What follows belongs to an exercise in optimizing a design on an open flow for small area, a short achievable clock period and few clock cycles; a production flow would make more cautious choices.
In this exercise RTL edits were held to simulation tests only and were not proved equivalent to the original.
No activity file was given, so power comes from the tool's default toggle rates.

==> inputs of run H <==
Design systolic_array_os, start of the top module:
module systolic_array_os #(
  parameter int unsigned ROW   = sys_array_pkg::DefaultRow,
  parameter int unsigned COL   = sys_array_pkg::DefaultCol,
  parameter int unsigned ES    = sys_array_pkg::DefaultEs,
  parameter int unsigned K_MAX = sys_array_pkg::DefaultKMax,
  parameter int unsigned ACC_W = 2 * ES + $clog2(K_MAX)
) (
  input  logic                         clk,
  input  logic                         rst_n,
  input  logic                         start,
  input  logic [$clog2(K_MAX+1)-1:0]   k_len,
  input  logic                         signed_mode,
  input  logic                         in_vld,
  output logic                         in_rdy,
  input  logic [ROW*ES-1:0]            a_vec,
  input  logic [COL*ES-1:0]            b_vec,
  output logic                         out_vld,
  input  logic                         out_rdy,
  output logic [COL*ACC_W-1:0]         out_row,
  output logic [$clog2(ROW)-1:0]       out_row_idx,
  output logic                         out_last,
  output logic                         busy,
  output logic                         done
);
==> module systolic_array_os, before the edit <==
module systolic_array_os #(
  parameter int unsigned ROW   = sys_array_pkg::DefaultRow,
  parameter int unsigned COL   = sys_array_pkg::DefaultCol,
  parameter int unsigned ES    = sys_array_pkg::DefaultEs,
  parameter int unsigned K_MAX = sys_array_pkg::DefaultKMax,
  parameter int unsigned ACC_W = 2 * ES + $clog2(K_MAX)
) (
  input  logic                         clk,
  input  logic                         rst_n,
  input  logic                         start,
  input  logic [$clog2(K_MAX+1)-1:0]   k_len,
  input  logic                         signed_mode,
  input  logic                         in_vld,
  output logic                         in_rdy,
  input  logic [ROW*ES-1:0]            a_vec,
  input  logic [COL*ES-1:0]            b_vec,
  output logic                         out_vld,
  input  logic                         out_rdy,
  output logic [COL*ACC_W-1:0]         out_row,
  output logic [$clog2(ROW)-1:0]       out_row_idx,
  output logic                         out_last,
  output logic                         busy,
  output logic                         done
);
  localparam int unsigned KW = $clog2(K_MAX + 1);
  localparam int unsigned RW = $clog2(ROW);
  logic          r_feed;       
  logic          r_zero;       
  logic          r_first;      
  logic [KW-1:0] r_k_rem;      
  logic          r_signed;
  logic [ES-1:0] r_a_n [ROW];
  logic [ES-1:0] r_b_n [COL];
  logic [ROW-1:0] r_clr;       
  logic          r_last;       
  logic          r_out_vld;
  logic [RW-1:0] r_row;
  logic          r_row_last;   
  logic [ROW-1:0] r_row_sel;   
  logic          r_rdy_any;    
  logic          r_rdy_last;   
  logic [KW-1:0]    w_k_clamp;
  logic             w_start, w_acc_free, w_in_rdy, w_fire, w_issue, w_xfer;
  logic             w_feed_d, w_zero_d, w_first_d, w_last_d, w_out_vld_d, w_row_last_d;
  logic [RW-1:0]    w_row_d;
  logic [ACC_W-1:0] w_acc [ROW][COL];
  assign w_k_clamp = (k_len > KW'(K_MAX)) ? KW'(K_MAX) : k_len;
  assign w_start   = start & ~busy;
  assign w_xfer    = r_out_vld & out_rdy;
  assign w_acc_free = ~r_last & (~r_out_vld | (r_row_last & out_rdy));
  assign w_in_rdy   = r_rdy_any | (r_rdy_last & out_rdy);
  assign w_fire     = in_vld & w_in_rdy;
  assign w_issue    = w_fire | (r_zero & w_acc_free);
  always_comb begin
    w_feed_d  = r_feed;
    w_zero_d  = r_zero;
    w_first_d = r_first;
    if (w_start) begin
      w_feed_d  = (w_k_clamp != '0);
      w_zero_d  = (w_k_clamp == '0);
      w_first_d = 1'b1;
    end else begin
      if (w_fire) begin
        w_first_d = 1'b0;
        if (r_k_rem == KW'(1)) w_feed_d = 1'b0;
      end
      if (r_zero && w_acc_free) w_zero_d = 1'b0;
    end
    w_last_d     = w_issue & (r_zero | (r_k_rem == KW'(1)));
    w_out_vld_d  = r_out_vld;
    w_row_d      = r_row;
    w_row_last_d = r_row_last;
    if (r_last) begin
      w_out_vld_d  = 1'b1;
      w_row_d      = '0;
      w_row_last_d = 1'b0;
    end else if (w_xfer) begin
      w_out_vld_d  = ~r_row_last;
      w_row_d      = r_row + RW'(1);
      w_row_last_d = (r_row == RW'(ROW - 2));
    end
  end
  always_ff @(posedge clk) begin
    if (!rst_n) begin
      r_feed     <= 1'b0;
      r_zero     <= 1'b0;
      r_first    <= 1'b0;
      r_clr      <= '1;
      r_last     <= 1'b0;
      r_out_vld  <= 1'b0;
      r_row      <= '0;
      r_row_last <= 1'b0;
      r_row_sel  <= '0;
      r_rdy_any  <= 1'b0;
      r_rdy_last <= 1'b0;
    end else begin
      r_feed     <= w_feed_d;
      r_zero     <= w_zero_d;
      r_first    <= w_first_d;
      r_clr      <= {ROW{w_xfer}} & r_row_sel;
      r_last     <= w_last_d;
      r_out_vld  <= w_out_vld_d;
      r_row      <= w_row_d;
      r_row_last <= w_row_last_d;
      for (int r = 0; r < ROW; r++) r_row_sel[r] <= w_out_vld_d & (w_row_d == RW'(r));
      r_rdy_any  <= w_feed_d & (~w_first_d | (~w_last_d & ~w_out_vld_d));
      r_rdy_last <= w_feed_d & w_first_d & ~w_last_d & w_row_last_d;
    end
  end
  always_ff @(posedge clk) begin
    if (w_start) begin
      r_k_rem <= w_k_clamp;
    end else if (w_fire) begin
      r_k_rem <= r_k_rem - KW'(1);
    end
  end
  always_ff @(posedge clk) begin
    if (!rst_n) begin
      r_signed <= 1'b0;
    end else if (w_start) begin
      r_signed <= signed_mode;
    end
  end
  always_ff @(posedge clk) begin
    for (int r = 0; r < ROW; r++) r_a_n[r] <= ~((w_fire & rst_n) ? a_vec[r*ES +: ES] : '0);
    for (int c = 0; c < COL; c++) r_b_n[c] <= ~b_vec[c*ES +: ES];
  end
  for (genvar gr = 0; gr < ROW; gr++) begin : g_row
    for (genvar gc = 0; gc < COL; gc++) begin : g_col
      pe_mac #(
        .ES   (ES),
        .ACC_W(ACC_W)
      ) u_pe (
        .clk     (clk),
        .i_clr   (r_clr[gr]),
        .i_signed(r_signed),
        .i_a     (~r_a_n[gr]),
        .i_b     (~r_b_n[gc]),
        .o_acc   (w_acc[gr][gc])
      );
    end
  end
  always_comb begin
    out_row = '0;
    for (int r = 0; r < ROW; r++)
      for (int c = 0; c < COL; c++)
        out_row[c*ACC_W +: ACC_W] = out_row[c*ACC_W +: ACC_W] | (w_acc[r][c] & {ACC_W{r_row_sel[r]}});
  end
  assign in_rdy      = w_in_rdy;
  assign out_vld     = r_out_vld;
  assign out_row_idx = r_row;
  assign out_last    = r_row_last;
  assign busy        = r_feed | r_zero;
  assign done        = r_row_last & out_rdy;
endmodule
Settings: LEC_CHECK=0, ABC_CLOCK_PERIOD_IN_PS=4500, CAP_MARGIN=5, CORE_MARGIN=2, CORE_UTILIZATION=60, CTS_CLUSTER_DIAMETER=100, CTS_CLUSTER_SIZE=40, SLEW_MARGIN=5; clock period 10.0 ns.
standard.sh (not shown) runs the stock make flow with config.mk's settings and CLKGATE_MAP_FILE= SYNTH_SCRIPT=/design/flow/synth_recipe.tcl, a recipe that flattens the netlist after the stock synthesis.
==> flow/flow/run.sh <==
#!/bin/bash
# Standard ORFS layout with three changes:
#  - synthesis skips Yosys's early "abc -fast", so full adders are extracted from the
#    RTL's own adder expressions (no inverters between adder cells); registers are
#    unchanged,
#  - ports are buffered with buf_2 instead of a delay buffer,
#  - repair_timing aims at a tighter setup margin.
set -u
sed -e 's/synth -nofsm -noshare/synth -nofsm -noshare -noabc/' synth_recipe.tcl > synth_noabc.tcl
bash standard.sh SYNTH_SCRIPT=$PWD/synth_noabc.tcl SETUP_SLACK_MARGIN=5.3 \
  "BUFFER_PORTS_ARGS=-buffer_cell sky130_fd_sc_hd__buf_2" finish > standard.log 2>&1
==> inputs of run Z, as changes to run H <==
--- a/flow/design.v
+++ b/flow/design.v
@@ -512,13 +512,13 @@
   logic          r_feed;       
   logic          r_zero;       
   logic          r_first;      
   logic [KW-1:0] r_k_rem;      
   logic          r_signed;
-  logic [ES-1:0] r_a_n [ROW];
-  logic [ES-1:0] r_b_n [COL];
-  logic [ROW-1:0] r_clr;       
+  logic [ES-1:0] r_a [ROW];
+  logic [ES-1:0] r_b [COL];
+  logic          r_clr;        
   logic          r_last;       
   logic          r_out_vld;
   logic [RW-1:0] r_row;
   logic          r_row_last;   
   logic [ROW-1:0] r_row_sel;   
@@ -568,11 +568,11 @@
   always_ff @(posedge clk) begin
     if (!rst_n) begin
       r_feed     <= 1'b0;
       r_zero     <= 1'b0;
       r_first    <= 1'b0;
-      r_clr      <= '1;
+      r_clr      <= 1'b0;
       r_last     <= 1'b0;
       r_out_vld  <= 1'b0;
       r_row      <= '0;
       r_row_last <= 1'b0;
       r_row_sel  <= '0;
@@ -580,11 +580,11 @@
       r_rdy_last <= 1'b0;
     end else begin
       r_feed     <= w_feed_d;
       r_zero     <= w_zero_d;
       r_first    <= w_first_d;
-      r_clr      <= {ROW{w_xfer}} & r_row_sel;
+      r_clr      <= w_issue & (r_first | r_zero);
       r_last     <= w_last_d;
       r_out_vld  <= w_out_vld_d;
       r_row      <= w_row_d;
       r_row_last <= w_row_last_d;
       for (int r = 0; r < ROW; r++) r_row_sel[r] <= w_out_vld_d & (w_row_d == RW'(r));
@@ -592,37 +592,31 @@
       r_rdy_last <= w_feed_d & w_first_d & ~w_last_d & w_row_last_d;
     end
   end
   always_ff @(posedge clk) begin
     if (w_start) begin
-      r_k_rem <= w_k_clamp;
+      r_k_rem  <= w_k_clamp;
+      r_signed <= signed_mode;
     end else if (w_fire) begin
       r_k_rem <= r_k_rem - KW'(1);
     end
   end
   always_ff @(posedge clk) begin
-    if (!rst_n) begin
-      r_signed <= 1'b0;
-    end else if (w_start) begin
-      r_signed <= signed_mode;
-    end
-  end
-  always_ff @(posedge clk) begin
-    for (int r = 0; r < ROW; r++) r_a_n[r] <= ~((w_fire & rst_n) ? a_vec[r*ES +: ES] : '0);
-    for (int c = 0; c < COL; c++) r_b_n[c] <= ~b_vec[c*ES +: ES];
+    for (int r = 0; r < ROW; r++) r_a[r] <= w_fire ? a_vec[r*ES +: ES] : '0;
+    for (int c = 0; c < COL; c++) r_b[c] <= b_vec[c*ES +: ES];
   end
   for (genvar gr = 0; gr < ROW; gr++) begin : g_row
     for (genvar gc = 0; gc < COL; gc++) begin : g_col
       pe_mac #(
         .ES   (ES),
         .ACC_W(ACC_W)
       ) u_pe (
         .clk     (clk),
-        .i_clr   (r_clr[gr]),
+        .i_clr   (r_clr),
         .i_signed(r_signed),
-        .i_a     (~r_a_n[gr]),
-        .i_b     (~r_b_n[gc]),
+        .i_a     (r_a[gr]),
+        .i_b     (r_b[gc]),
         .o_acc   (w_acc[gr][gc])
       );
     end
   end
   always_comb begin
--- a/flow/flow/run.sh
+++ b/flow/flow/run.sh
@@ -5,7 +5,7 @@
 #    unchanged,
 #  - ports are buffered with buf_2 instead of a delay buffer,
 #  - repair_timing aims at a tighter setup margin.
 set -u
 sed -e 's/synth -nofsm -noshare/synth -nofsm -noshare -noabc/' synth_recipe.tcl > synth_noabc.tcl
-bash standard.sh SYNTH_SCRIPT=$PWD/synth_noabc.tcl SETUP_SLACK_MARGIN=5.3 \
+bash standard.sh SYNTH_SCRIPT=$PWD/synth_noabc.tcl SETUP_SLACK_MARGIN=5.3 RECOVER_POWER=100 \
   "BUFFER_PORTS_ARGS=-buffer_cell sky130_fd_sc_hd__buf_2" finish > standard.log 2>&1
==> flow/config.mk (replaced) <==
export PLATFORM = sky130hd
export DESIGN_NAME = systolic_array_os
export DESIGN_NICKNAME = systolic_array_os
export VERILOG_FILES = /design/flow/design.v
export SDC_FILE = /design/flow/constraint.sdc
export NUM_CORES = 4
export LEC_CHECK = 0
export CAP_MARGIN = 20
export CORE_MARGIN = 2
export CORE_UTILIZATION = 60
export SLEW_MARGIN = 20
==> inputs of run K, as changes to run H <==
--- a/flow/design.v
+++ b/flow/design.v
@@ -175,38 +175,46 @@
   logic w_pp170;
   logic w_gg171;
   logic w_pp172;
   logic w_gg173;
   logic w_gg174;
-  logic w_pp175;
-  logic w_gg176;
-  logic w_pp177;
-  logic w_gg178;
+  logic w_gg175;
+  logic w_pp176;
+  logic w_gg177;
+  logic w_pp178;
   logic w_gg179;
-  logic w_gg180;
+  logic w_pp180;
   logic w_gg181;
-  logic w_gg182;
+  logic w_pp182;
   logic w_gg183;
   logic w_gg184;
   logic w_gg185;
   logic w_gg186;
   logic w_gg187;
-  logic w_gg188;
-  logic w_sm189;
-  logic w_sm190;
-  logic w_sm191;
-  logic w_sm192;
-  logic w_sm193;
-  logic w_sm194;
-  logic w_sm195;
-  logic w_sm196;
+  logic w_pp188;
+  logic w_gg189;
+  logic w_pp190;
+  logic w_gg191;
+  logic w_gg192;
+  logic w_gg193;
+  logic w_gg194;
+  logic w_gg195;
+  logic w_gg196;
   logic w_sm197;
   logic w_sm198;
   logic w_sm199;
   logic w_sm200;
   logic w_sm201;
   logic w_sm202;
+  logic w_sm203;
+  logic w_sm204;
+  logic w_sm205;
+  logic w_sm206;
+  logic w_sm207;
+  logic w_sm208;
+  logic w_sm209;
+  logic w_sm210;
   logic [5:0] w_hi0, w_hi1;
   assign w_acc_q = i_clr ? '0 : r_acc;
   assign w_pp_0_0 = i_a[0] & i_b[0];
   assign w_pp_0_1 = i_a[0] & i_b[1];
   assign w_pp_0_2 = i_a[0] & i_b[2];
@@ -441,45 +449,53 @@
   assign w_pp168 = w_p150 & w_p148;
   assign w_gg169 = w_g153 | (w_p154 & w_g151);
   assign w_pp170 = w_p154 & w_p152;
   assign w_gg171 = w_g157 | (w_p158 & w_g155);
   assign w_pp172 = w_p158 & w_p156;
-  assign w_gg173 = w_gg161 | (w_pp162 & w_gg160);
-  assign w_gg174 = w_gg165 | (w_pp166 & w_gg163);
-  assign w_pp175 = w_pp166 & w_pp164;
-  assign w_gg176 = w_gg169 | (w_pp170 & w_gg167);
-  assign w_pp177 = w_pp170 & w_pp168;
-  assign w_gg178 = w_gg174 | (w_pp175 & w_gg173);
-  assign w_gg179 = w_gg176 | (w_pp177 & w_gg178);
-  assign w_gg180 = w_gg163 | (w_pp164 & w_gg173);
-  assign w_gg181 = w_gg167 | (w_pp168 & w_gg178);
-  assign w_gg182 = w_gg171 | (w_pp172 & w_gg179);
-  assign w_gg183 = w_g135 | (w_p136 & w_gg160);
-  assign w_gg184 = w_g139 | (w_p140 & w_gg173);
-  assign w_gg185 = w_g143 | (w_p144 & w_gg180);
-  assign w_gg186 = w_g147 | (w_p148 & w_gg178);
-  assign w_gg187 = w_g151 | (w_p152 & w_gg181);
-  assign w_gg188 = w_g155 | (w_p156 & w_gg179);
-  assign w_sm189 = w_p132 ^ w_c130;
-  assign w_sm190 = w_p134 ^ w_g159;
-  assign w_sm191 = w_p136 ^ w_gg160;
-  assign w_sm192 = w_p138 ^ w_gg183;
-  assign w_sm193 = w_p140 ^ w_gg173;
-  assign w_sm194 = w_p142 ^ w_gg184;
-  assign w_sm195 = w_p144 ^ w_gg180;
-  assign w_sm196 = w_p146 ^ w_gg185;
-  assign w_sm197 = w_p148 ^ w_gg178;
-  assign w_sm198 = w_p150 ^ w_gg186;
-  assign w_sm199 = w_p152 ^ w_gg181;
-  assign w_sm200 = w_p154 ^ w_gg187;
-  assign w_sm201 = w_p156 ^ w_gg179;
-  assign w_sm202 = w_p158 ^ w_gg188;
+  assign w_gg173 = w_g135 | (w_p136 & w_gg160);
+  assign w_gg174 = w_gg161 | (w_pp162 & w_gg160);
+  assign w_gg175 = w_g143 | (w_p144 & w_gg163);
+  assign w_pp176 = w_p144 & w_pp164;
+  assign w_gg177 = w_gg165 | (w_pp166 & w_gg163);
+  assign w_pp178 = w_pp166 & w_pp164;
+  assign w_gg179 = w_g151 | (w_p152 & w_gg167);
+  assign w_pp180 = w_p152 & w_pp168;
+  assign w_gg181 = w_gg169 | (w_pp170 & w_gg167);
+  assign w_pp182 = w_pp170 & w_pp168;
+  assign w_gg183 = w_g139 | (w_p140 & w_gg174);
+  assign w_gg184 = w_gg163 | (w_pp164 & w_gg174);
+  assign w_gg185 = w_gg175 | (w_pp176 & w_gg174);
+  assign w_gg186 = w_gg177 | (w_pp178 & w_gg174);
+  assign w_gg187 = w_g155 | (w_p156 & w_gg181);
+  assign w_pp188 = w_p156 & w_pp182;
+  assign w_gg189 = w_gg171 | (w_pp172 & w_gg181);
+  assign w_pp190 = w_pp172 & w_pp182;
+  assign w_gg191 = w_g147 | (w_p148 & w_gg186);
+  assign w_gg192 = w_gg167 | (w_pp168 & w_gg186);
+  assign w_gg193 = w_gg179 | (w_pp180 & w_gg186);
+  assign w_gg194 = w_gg181 | (w_pp182 & w_gg186);
+  assign w_gg195 = w_gg187 | (w_pp188 & w_gg186);
+  assign w_gg196 = w_gg189 | (w_pp190 & w_gg186);
+  assign w_sm197 = w_p132 ^ w_c130;
+  assign w_sm198 = w_p134 ^ w_g159;
+  assign w_sm199 = w_p136 ^ w_gg160;
+  assign w_sm200 = w_p138 ^ w_gg173;
+  assign w_sm201 = w_p140 ^ w_gg174;
+  assign w_sm202 = w_p142 ^ w_gg183;
+  assign w_sm203 = w_p144 ^ w_gg184;
+  assign w_sm204 = w_p146 ^ w_gg185;
+  assign w_sm205 = w_p148 ^ w_gg186;
+  assign w_sm206 = w_p150 ^ w_gg191;
+  assign w_sm207 = w_p152 ^ w_gg192;
+  assign w_sm208 = w_p154 ^ w_gg193;
+  assign w_sm209 = w_p156 ^ w_gg194;
+  assign w_sm210 = w_p158 ^ w_gg195;
   assign w_sum[1:0] = {w_s129, w_s127};
-  assign w_sum[15:2] = {w_sm202, w_sm201, w_sm200, w_sm199, w_sm198, w_sm197, w_sm196, w_sm195, w_sm194, w_sm193, w_sm192, w_sm191, w_sm190, w_sm189};
+  assign w_sum[15:2] = {w_sm210, w_sm209, w_sm208, w_sm207, w_sm206, w_sm205, w_sm204, w_sm203, w_sm202, w_sm201, w_sm200, w_sm199, w_sm198, w_sm197};
   assign w_hi0 = {w_c124, w_c122, w_c120, w_c118, w_c116, w_c114} + {w_s125, w_s123, w_s121, w_s119, w_s117, w_s115};
   assign w_hi1 = {w_c124, w_c122, w_c120, w_c118, w_c116, w_c114} + {w_s125, w_s123, w_s121, w_s119, w_s117, w_s115} + 1'b1;
-  assign w_sum[21:16] = w_gg182 ? w_hi1 : w_hi0;
+  assign w_sum[21:16] = w_gg196 ? w_hi1 : w_hi0;
   always_ff @(posedge clk) begin
     r_acc <= w_sum;
   end
   assign o_acc = r_acc;
 endmodule
==> flow/flow/run.sh (replaced) <==
#!/bin/bash
# Standard ORFS layout with these changes:
#  - synthesis skips Yosys's early "abc -fast", so full adders are extracted from the
#    RTL's own adder expressions (no inverters between adder cells); registers are
#    unchanged,
#  - ports are buffered with buf_2 instead of a delay buffer,
#  - repair_timing aims at a tighter setup margin, set per stage.
set -u
sed -e 's/synth -nofsm -noshare/synth -nofsm -noshare -noabc/' synth_recipe.tcl > synth_noabc.tcl
A=(SYNTH_SCRIPT=$PWD/synth_noabc.tcl "BUFFER_PORTS_ARGS=-buffer_cell sky130_fd_sc_hd__buf_2")
bash standard.sh "${A[@]}" SETUP_SLACK_MARGIN=4.5 floorplan > standard_1.log 2>&1
bash standard.sh "${A[@]}" SETUP_SLACK_MARGIN=5.45 finish > standard_2.log 2>&1
==> flow/config.mk (replaced) <==
export PLATFORM = sky130hd
export DESIGN_NAME = systolic_array_os
export DESIGN_NICKNAME = systolic_array_os
export VERILOG_FILES = /design/flow/design.v
export SDC_FILE = /design/flow/constraint.sdc
export NUM_CORES = 4
export LEC_CHECK = 0
export CAP_MARGIN = 5
export CORE_MARGIN = 2
export CORE_UTILIZATION = 60
export CTS_CLUSTER_DIAMETER = 100
export CTS_CLUSTER_SIZE = 40
export SLEW_MARGIN = 5
==> comparison table <==
quantity	run Z	run H	run K
Result of the run	finished with violations	no timing/DRC/antenna violations	no timing/DRC/antenna violations
Reasons for failing layout checks	capacitance limit, slew limit	-	-
Setup slack of the worst register-to-register path	3.00 ns	5.42 ns	5.45 ns
Filler Cells Inserted	7067	6817	6478
Reg power frac	19.1%	33.6%	33.9%
Register cell area after layout	8909 sq um	9054 sq um	9105 sq um
Multi-input combinational cell count	4251	4291	4386
Post-Route Utilization	67.22%	67.73%	70.45%
Maximum clock skew at final layout	0.03456 ns	0.06765 ns	0.02782 ns
Switching power summed over all nets	7.159 mW	2.951 mW	2.893 mW
Max VDD drop	0.0002295 V	0.0001619 V	0.0001668 V
Pre-CTS setup slack	4.317 ns	4.458 ns	4.092 ns
TritonCTS Buffers	57	34	31
Last element of the critical path	g_row[3].g_col[0].u_pe.r_acc[15]	out_row[66]	g_row[3].g_col[1].u_pe.r_acc[17]
Number of register bits inferred by synthesis	439	442	442
Avg WL per Cell	23.19 um	23.97 um	25.70 um
Testbench counts of run H, summed over its fixed seeds: cycles 12,017.
Testbench counts of run Z, summed over its fixed seeds: cycles 12,017.
Testbench counts of run K, summed over its fixed seeds: cycles 12,017.

## re-timing with driven ports
No port has a modelled driver above. Below, the same layouts with a new extraction and two added sets of constraints. Step 1, drivers: a clkbuf_16 drives clk and a buf_2 each remaining input, both assumed. Step 2, shift: input delay + t, output delay - t, t = (earliest + latest rising clock arrival at the registers) / 2. This alone moves slack from input paths to output paths. Slacks: no drivers / after step 1 / after step 2; pairs: no drivers / after step 1.
run	t, ns	setup WS [ns]	worst setup path after step 2	worst slew at a driven data input, ns	cell pins on the clock port's net
run H	0.665	5.421 / 5.357 / 5.425	register to register	0.05	1
run Z	0.742	3.004 / 3.004 / 3.004	register to register	0.05	1
run K	0.740	5.455 / 5.455 / 5.455	register to register	0.07	1
